This is an optimization exercise on Yosys and OpenROAD, whose aim is a short achievable clock period and few clock cycles, not a production implementation.
In this exercise RTL edits were held to simulation tests only and were not proved equivalent to the original.
Power and IR drop assume default switching activity.

==> v38: inputs <==
// micro_riscv_top
module micro_riscv_top (
  input  logic        clk_i,
  input  logic        reset_i,
  output logic [31:0] instr_addr_o,
  input  logic [31:0] instr_rdata_i,
  output logic [31:0] data_addr_o,
  input  logic [31:0] data_rdata_i,
  output logic [31:0] data_wdata_o,
  output logic        data_re_o,
  output logic        data_we_o,
  output logic        finish_o
);
Settings: LEC_CHECK=0, CAP_MARGIN=20, CELL_PAD_IN_SITES_DETAIL_PLACEMENT=1, CELL_PAD_IN_SITES_GLOBAL_PLACEMENT=2, CORE_MARGIN=2, CORE_UTILIZATION=25, SETUP_SLACK_MARGIN=5, SLEW_MARGIN=20, SYNTH_HIERARCHICAL=1; clock period 8.0 ns.
run.sh (not shown) runs the stock make flow with config.mk's settings and CLKGATE_MAP_FILE= SYNTH_SCRIPT=/design/flow/synth_recipe.tcl, a recipe that flattens the netlist after the stock synthesis.
==> v13 (differences from v38) <==
--- a/flow/design.v
+++ b/flow/design.v
@@ -227,27 +227,25 @@
   g_nand3 u_ssa (.a(xs[0]), .b(xs[1]), .c(xs[2]), .y(sa_n));
   g_nand2 u_ssb (.a(xs[3]), .b(xs[4]), .y(sb_n));
   g_nor2  u_ssm (.a(sa_n), .b(sb_n), .y(same));
   g_xnor2 u_leq (.a(ir_i[14]), .b(ir_i[12]), .y(l_eq));
   g_nor2  u_lne (.a(ir_i[14]), .b(ni[12]), .y(l_ne));
-  logic n3130, n2928, n2726, n2511, n1008, o4_n, f1a_n, f1b_n, f0, fp;
+  logic n3130, n2928, n2726, n2511, n1008, o4_n, f1a_n, f1b_n, f0, fe_n, fn_n, fp;
   g_nor2  u_n31 (.a(ir_i[31]), .b(ir_i[30]), .y(n3130));
   g_nor2  u_n29 (.a(ir_i[29]), .b(ir_i[28]), .y(n2928));
   g_nor2  u_n27 (.a(ir_i[27]), .b(ir_i[26]), .y(n2726));
   g_nor2  u_n25 (.a(ir_i[25]), .b(ir_i[11]), .y(n2511));
   g_nor2  u_n10 (.a(ir_i[10]), .b(ir_i[8]), .y(n1008));
   g_nand3 u_o4  (.a(n2511), .b(n1008), .c(ir_i[9]), .y(o4_n));
   g_nand3 u_f1a (.a(bra), .b(n3130), .c(n2928), .y(f1a_n));
   g_nand4 u_f1b (.a(n2726), .b(ni[7]), .c(o4_n), .d(pn3_i), .y(f1b_n));
   g_nor2  u_f0  (.a(f1a_n), .b(f1b_n), .y(f0));
-  logic lk, fp_n;
-  g_mux2  u_lk  (.s(same), .a1(l_eq), .a0(l_ne), .y(lk));
-  g_and2  u_fp  (.a(f0), .b(lk), .y(fp));
-  g_nand2 u_fpn (.a(f0), .b(lk), .y(fp_n));
-  logic bk, bk_n;
+  g_nand2 u_fen (.a(f0), .b(l_eq), .y(fe_n));
+  g_nand2 u_fnn (.a(f0), .b(l_ne), .y(fn_n));
+  g_mux2i u_fp  (.s(same), .a1(fe_n), .a0(fn_n), .y(fp));
+  logic bk;
   g_nor3  u_bk  (.a(nb1), .b(nb2), .c(bp_n), .y(bk));
-  g_inv   u_bkn (.a(bk), .y(bk_n));
   g_nor2  u_gbr (.a(bk), .b(fp), .y(gobr_n));
   logic [3:0] jo_n;
   g_nand4 u_jo0 (.a(ir_i[31]), .b(ir_i[30]), .c(ir_i[29]), .d(ir_i[28]), .y(jo_n[0]));
   g_nand4 u_jo1 (.a(ir_i[27]), .b(ir_i[26]), .c(ir_i[20]), .d(ir_i[19]), .y(jo_n[1]));
   g_nand4 u_jo2 (.a(ir_i[18]), .b(ir_i[17]), .c(ir_i[16]), .d(ir_i[15]), .y(jo_n[2]));
@@ -277,15 +275,13 @@
   g_a22oi u_gjl (.a1(is_jal), .a2(oneok), .b1(is_jal), .b2(zok), .y(gojal_n));
   g_nor2  u_sh  (.a(st_n), .b(m_redir_i), .y(s_hold_o));
   g_nor2  u_sj  (.a(gojal_n), .b(m_redir_i), .y(s_jal_o));
   g_nor3  u_sb  (.a(gobr_n), .b(st), .c(m_redir_i), .y(s_br_o));
   g_nor2  u_sr  (.a(gojr_n), .b(m_redir_i), .y(s_jr_o));
-  logic m_n, all1_n, all2_n;
-  g_inv   u_mn  (.a(m_redir_i), .y(m_n));
-  g_nand3 u_an1 (.a(st_n), .b(gojal_n), .c(gojr_n), .y(all1_n));
-  g_nand3 u_an2 (.a(bk_n), .b(fp_n), .c(m_n), .y(all2_n));
-  g_nor2  u_si  (.a(all1_n), .b(all2_n), .y(s_inc_o));
+  logic all_n;
+  g_nand4 u_an  (.a(st_n), .b(gojal_n), .c(gobr_n), .d(gojr_n), .y(all_n));
+  g_nor2  u_si  (.a(all_n), .b(m_redir_i), .y(s_inc_o));
   assign stall_o   = st;
   assign stall_n_o = st_n;
   g_nand3 u_go  (.a(gojal_n), .b(gobr_n), .c(gojr_n), .y(go_o));
 endmodule
 module dec_fields (
Settings changed: PLACE_DENSITY from default to 0.5.
==> v3 (differences from v38) <==
--- a/flow/design.v
+++ b/flow/design.v
@@ -227,27 +227,25 @@
   g_nand3 u_ssa (.a(xs[0]), .b(xs[1]), .c(xs[2]), .y(sa_n));
   g_nand2 u_ssb (.a(xs[3]), .b(xs[4]), .y(sb_n));
   g_nor2  u_ssm (.a(sa_n), .b(sb_n), .y(same));
   g_xnor2 u_leq (.a(ir_i[14]), .b(ir_i[12]), .y(l_eq));
   g_nor2  u_lne (.a(ir_i[14]), .b(ni[12]), .y(l_ne));
-  logic n3130, n2928, n2726, n2511, n1008, o4_n, f1a_n, f1b_n, f0, fp;
+  logic n3130, n2928, n2726, n2511, n1008, o4_n, f1a_n, f1b_n, f0, fe_n, fn_n, fp;
   g_nor2  u_n31 (.a(ir_i[31]), .b(ir_i[30]), .y(n3130));
   g_nor2  u_n29 (.a(ir_i[29]), .b(ir_i[28]), .y(n2928));
   g_nor2  u_n27 (.a(ir_i[27]), .b(ir_i[26]), .y(n2726));
   g_nor2  u_n25 (.a(ir_i[25]), .b(ir_i[11]), .y(n2511));
   g_nor2  u_n10 (.a(ir_i[10]), .b(ir_i[8]), .y(n1008));
   g_nand3 u_o4  (.a(n2511), .b(n1008), .c(ir_i[9]), .y(o4_n));
   g_nand3 u_f1a (.a(bra), .b(n3130), .c(n2928), .y(f1a_n));
   g_nand4 u_f1b (.a(n2726), .b(ni[7]), .c(o4_n), .d(pn3_i), .y(f1b_n));
   g_nor2  u_f0  (.a(f1a_n), .b(f1b_n), .y(f0));
-  logic lk, fp_n;
-  g_mux2  u_lk  (.s(same), .a1(l_eq), .a0(l_ne), .y(lk));
-  g_and2  u_fp  (.a(f0), .b(lk), .y(fp));
-  g_nand2 u_fpn (.a(f0), .b(lk), .y(fp_n));
-  logic bk, bk_n;
+  g_nand2 u_fen (.a(f0), .b(l_eq), .y(fe_n));
+  g_nand2 u_fnn (.a(f0), .b(l_ne), .y(fn_n));
+  g_mux2i u_fp  (.s(same), .a1(fe_n), .a0(fn_n), .y(fp));
+  logic bk;
   g_nor3  u_bk  (.a(nb1), .b(nb2), .c(bp_n), .y(bk));
-  g_inv   u_bkn (.a(bk), .y(bk_n));
   g_nor2  u_gbr (.a(bk), .b(fp), .y(gobr_n));
   logic [3:0] jo_n;
   g_nand4 u_jo0 (.a(ir_i[31]), .b(ir_i[30]), .c(ir_i[29]), .d(ir_i[28]), .y(jo_n[0]));
   g_nand4 u_jo1 (.a(ir_i[27]), .b(ir_i[26]), .c(ir_i[20]), .d(ir_i[19]), .y(jo_n[1]));
   g_nand4 u_jo2 (.a(ir_i[18]), .b(ir_i[17]), .c(ir_i[16]), .d(ir_i[15]), .y(jo_n[2]));
@@ -277,15 +275,13 @@
   g_a22oi u_gjl (.a1(is_jal), .a2(oneok), .b1(is_jal), .b2(zok), .y(gojal_n));
   g_nor2  u_sh  (.a(st_n), .b(m_redir_i), .y(s_hold_o));
   g_nor2  u_sj  (.a(gojal_n), .b(m_redir_i), .y(s_jal_o));
   g_nor3  u_sb  (.a(gobr_n), .b(st), .c(m_redir_i), .y(s_br_o));
   g_nor2  u_sr  (.a(gojr_n), .b(m_redir_i), .y(s_jr_o));
-  logic m_n, all1_n, all2_n;
-  g_inv   u_mn  (.a(m_redir_i), .y(m_n));
-  g_nand3 u_an1 (.a(st_n), .b(gojal_n), .c(gojr_n), .y(all1_n));
-  g_nand3 u_an2 (.a(bk_n), .b(fp_n), .c(m_n), .y(all2_n));
-  g_nor2  u_si  (.a(all1_n), .b(all2_n), .y(s_inc_o));
+  logic all_n;
+  g_nand4 u_an  (.a(st_n), .b(gojal_n), .c(gobr_n), .d(gojr_n), .y(all_n));
+  g_nor2  u_si  (.a(all_n), .b(m_redir_i), .y(s_inc_o));
   assign stall_o   = st;
   assign stall_n_o = st_n;
   g_nand3 u_go  (.a(gojal_n), .b(gobr_n), .c(gojr_n), .y(go_o));
 endmodule
 module dec_fields (
==> v36 (differences from v38) <==
--- a/flow/design.v
+++ b/flow/design.v
@@ -101,24 +101,26 @@
                  .y(lo_n[j]));
   end
   for (genvar j = 0; j < 4; j++) begin : g_hi
     g_nand2 u_n (.a(j[0] ? idx_i[3] : ni[3]), .b(j[1] ? idx_i[4] : ni[4]), .y(hi_n[j]));
   end
-  logic [31:0] sel;
-  assign sel[0] = 1'b0;
-  for (genvar k = 1; k < 32; k++) begin : g_sel
-    g_nor2 u_s (.a(lo_n[k % 8]), .b(hi_n[k / 8]), .y(sel[k]));
+  logic [31:0] sel [2];
+  for (genvar h = 0; h < 2; h++) begin : g_h
+    assign sel[h][0] = 1'b0;
+    for (genvar k = 1; k < 32; k++) begin : g_sel
+      g_nor2 u_s (.a(lo_n[k % 8]), .b(hi_n[k / 8]), .y(sel[h][k]));
+    end
   end
   for (genvar b = 0; b < W; b++) begin : g_bit
     logic [31:0] r;
     assign r[0] = 1'b0;
     for (genvar k = 1; k < 32; k++) begin : g_r
       assign r[k] = regs_i[(k-1)*W + b];
     end
     logic [15:0] t;
     for (genvar p = 0; p < 16; p++) begin : g_t
-      g_a22oi u_a (.a1(sel[2*p]), .a2(r[2*p]), .b1(sel[2*p+1]), .b2(r[2*p+1]), .y(t[p]));
+      g_a22oi u_a (.a1(sel[b / (W/2)][2*p]), .a2(r[2*p]), .b1(sel[b / (W/2)][2*p+1]), .b2(r[2*p+1]), .y(t[p]));
     end
     logic [3:0] u;
     for (genvar q = 0; q < 4; q++) begin : g_u
       g_nand4 u_n (.a(t[4*q]), .b(t[4*q+1]), .c(t[4*q+2]), .d(t[4*q+3]), .y(u[q]));
     end
@@ -227,27 +229,25 @@
   g_nand3 u_ssa (.a(xs[0]), .b(xs[1]), .c(xs[2]), .y(sa_n));
   g_nand2 u_ssb (.a(xs[3]), .b(xs[4]), .y(sb_n));
   g_nor2  u_ssm (.a(sa_n), .b(sb_n), .y(same));
   g_xnor2 u_leq (.a(ir_i[14]), .b(ir_i[12]), .y(l_eq));
   g_nor2  u_lne (.a(ir_i[14]), .b(ni[12]), .y(l_ne));
-  logic n3130, n2928, n2726, n2511, n1008, o4_n, f1a_n, f1b_n, f0, fp;
+  logic n3130, n2928, n2726, n2511, n1008, o4_n, f1a_n, f1b_n, f0, fe_n, fn_n, fp;
   g_nor2  u_n31 (.a(ir_i[31]), .b(ir_i[30]), .y(n3130));
   g_nor2  u_n29 (.a(ir_i[29]), .b(ir_i[28]), .y(n2928));
   g_nor2  u_n27 (.a(ir_i[27]), .b(ir_i[26]), .y(n2726));
   g_nor2  u_n25 (.a(ir_i[25]), .b(ir_i[11]), .y(n2511));
   g_nor2  u_n10 (.a(ir_i[10]), .b(ir_i[8]), .y(n1008));
   g_nand3 u_o4  (.a(n2511), .b(n1008), .c(ir_i[9]), .y(o4_n));
   g_nand3 u_f1a (.a(bra), .b(n3130), .c(n2928), .y(f1a_n));
   g_nand4 u_f1b (.a(n2726), .b(ni[7]), .c(o4_n), .d(pn3_i), .y(f1b_n));
   g_nor2  u_f0  (.a(f1a_n), .b(f1b_n), .y(f0));
-  logic lk, fp_n;
-  g_mux2  u_lk  (.s(same), .a1(l_eq), .a0(l_ne), .y(lk));
-  g_and2  u_fp  (.a(f0), .b(lk), .y(fp));
-  g_nand2 u_fpn (.a(f0), .b(lk), .y(fp_n));
-  logic bk, bk_n;
+  g_nand2 u_fen (.a(f0), .b(l_eq), .y(fe_n));
+  g_nand2 u_fnn (.a(f0), .b(l_ne), .y(fn_n));
+  g_mux2i u_fp  (.s(same), .a1(fe_n), .a0(fn_n), .y(fp));
+  logic bk;
   g_nor3  u_bk  (.a(nb1), .b(nb2), .c(bp_n), .y(bk));
-  g_inv   u_bkn (.a(bk), .y(bk_n));
   g_nor2  u_gbr (.a(bk), .b(fp), .y(gobr_n));
   logic [3:0] jo_n;
   g_nand4 u_jo0 (.a(ir_i[31]), .b(ir_i[30]), .c(ir_i[29]), .d(ir_i[28]), .y(jo_n[0]));
   g_nand4 u_jo1 (.a(ir_i[27]), .b(ir_i[26]), .c(ir_i[20]), .d(ir_i[19]), .y(jo_n[1]));
   g_nand4 u_jo2 (.a(ir_i[18]), .b(ir_i[17]), .c(ir_i[16]), .d(ir_i[15]), .y(jo_n[2]));
@@ -277,15 +277,13 @@
   g_a22oi u_gjl (.a1(is_jal), .a2(oneok), .b1(is_jal), .b2(zok), .y(gojal_n));
   g_nor2  u_sh  (.a(st_n), .b(m_redir_i), .y(s_hold_o));
   g_nor2  u_sj  (.a(gojal_n), .b(m_redir_i), .y(s_jal_o));
   g_nor3  u_sb  (.a(gobr_n), .b(st), .c(m_redir_i), .y(s_br_o));
   g_nor2  u_sr  (.a(gojr_n), .b(m_redir_i), .y(s_jr_o));
-  logic m_n, all1_n, all2_n;
-  g_inv   u_mn  (.a(m_redir_i), .y(m_n));
-  g_nand3 u_an1 (.a(st_n), .b(gojal_n), .c(gojr_n), .y(all1_n));
-  g_nand3 u_an2 (.a(bk_n), .b(fp_n), .c(m_n), .y(all2_n));
-  g_nor2  u_si  (.a(all1_n), .b(all2_n), .y(s_inc_o));
+  logic all_n;
+  g_nand4 u_an  (.a(st_n), .b(gojal_n), .c(gobr_n), .d(gojr_n), .y(all_n));
+  g_nor2  u_si  (.a(all_n), .b(m_redir_i), .y(s_inc_o));
   assign stall_o   = st;
   assign stall_n_o = st_n;
   g_nand3 u_go  (.a(gojal_n), .b(gobr_n), .c(gojr_n), .y(go_o));
 endmodule
 module dec_fields (
==> qor_table.md <==
| Stage | Item | This run |
|---|---|---|
| run status | Result of the run | finished clean |
| power | Sequential Power | 0.00789 W |
| floorplan | Die W | 598 µm |
| layout | Number of nets in the layout | 10,600 |
| yosys | Synth Area per Inst | 9.14 µm² |
| cts | Clock edge transition at the registers on the reported setup and hold paths | 50 ps |
| grt | Initial antenna violation count | 21 |
| setup path | CP Capture Point | x_b[20] |
The numbers above come from v13.

==> qor_table.md <==
| Stage | Item | This run |
|---|---|---|
| setup path | CP Capture Point | x_b[23] |
| grt | Initial antenna violation count | 20 |
| cts | Clock edge transition at the registers on the reported setup and hold paths | 60 ps |
| place | Post-place instance area | 0.0970 mm² |
| power | Sequential Power | 0.00795 W |
| hold path | Hold/Removal Path Class | flop to flop |
| power | Largest Pwr Group | the clock network |
| layout | Number of nets in the layout | 10,400 |
| run status | Result of the run | finished clean |
| floorplan | Die W | 598 µm |
| yosys | Synth Area per Inst | 9.13 µm² |
The numbers above come from v38.

==> qor_table.md <==
| Stage | Item | This run |
|---|---|---|
| run status | Result of the run | finished clean |
| route | Iter 0 DRT Violations | 6,724 |
| cts | Clock edge transition at the registers on the reported setup and hold paths | 60 ps |
| grt | Initial antenna violation count | 19 |
| yosys | Synth Area per Inst | 9.00 µm² |
| sta | Count of endpoints failing setup in the final report | 0 |
| layout | Number of nets in the layout | 10,700 |
| floorplan | Die W | 601 µm |
| floorplan | Effective utilization at floorplan | 25.1% |
| power | Sequential Power | 0.00796 W |
| sta | Final max-slew violation count | 0 |
| power | Logic power comb | 0.00593 W |
| setup path | CP Capture Point | x_a[4] |
The numbers above come from v36.

==> qor_table.md <==
| Stage | Item | This run |
|---|---|---|
| yosys | Synth Area per Inst | 9.14 µm² |
| setup path | CP Capture Point | pc_f[19] |
| power | P_clk | 0.00857 W |
| sta | Maximum clock skew at final layout | 102 ps |
| floorplan | Die W | 598 µm |
| cts | Clock edge transition at the registers on the reported setup and hold paths | 60 ps |
| run status | Result of the run | finished clean |
| layout | Final core utilization | 31.2% |
| grt | Initial antenna violation count | 23 |
| power | Sequential Power | 0.00793 W |
| layout | Register area | 0.0341 mm² |
| route | Wire length on met2 | 199,000 µm |
| route | Highest metal layer with signal wires | met5 |
| power | Logic power comb | 0.00541 W |
The numbers above come from v3.

Testbench counts of v38, summed over its fixed seeds: cycles 66,291.
Testbench counts of v13, summed over its fixed seeds: cycles 66,291.
Testbench counts of v3, summed over its fixed seeds: cycles 66,291.
Testbench counts of v36, summed over its fixed seeds: cycles 66,291.

-- what the ideal ports hide --
How much do the figures lean on ideal ports? The routed layouts below were timed once more, with nothing changed but the port constraints. Step 1 sets driving cells, clkbuf_16 on the clock port and buf_2 on the other inputs (assumed; they add their load-dependent delay and slew). Step 2 also shifts input and output timing later by t, the mid clock arrival at the registers, as if the neighbouring blocks saw the same clock. Slacks: ideal / step 1 / step 2; pairs: ideal / step 1.
run	t (ns)	setup WS [ns]	latest minus earliest clock arrival (ns)	pins driven straight from the clock port
v38	0.991	4.904 / 4.626 / 3.635	0.073 / 0.074	1
v13	0.976	4.857 / 4.811 / 3.835	0.093 / 0.093	1
v3	0.960	4.924 / 4.719 / 3.760	0.112 / 0.113	1
v36	0.984	4.912 / 4.720 / 3.736	0.063 / 0.064	1
After both steps setup and hold are still met in every run listed. The setup slack of v38, which loses most, moves by -0.278 ns with the drivers and by -1.269 ns with both steps.
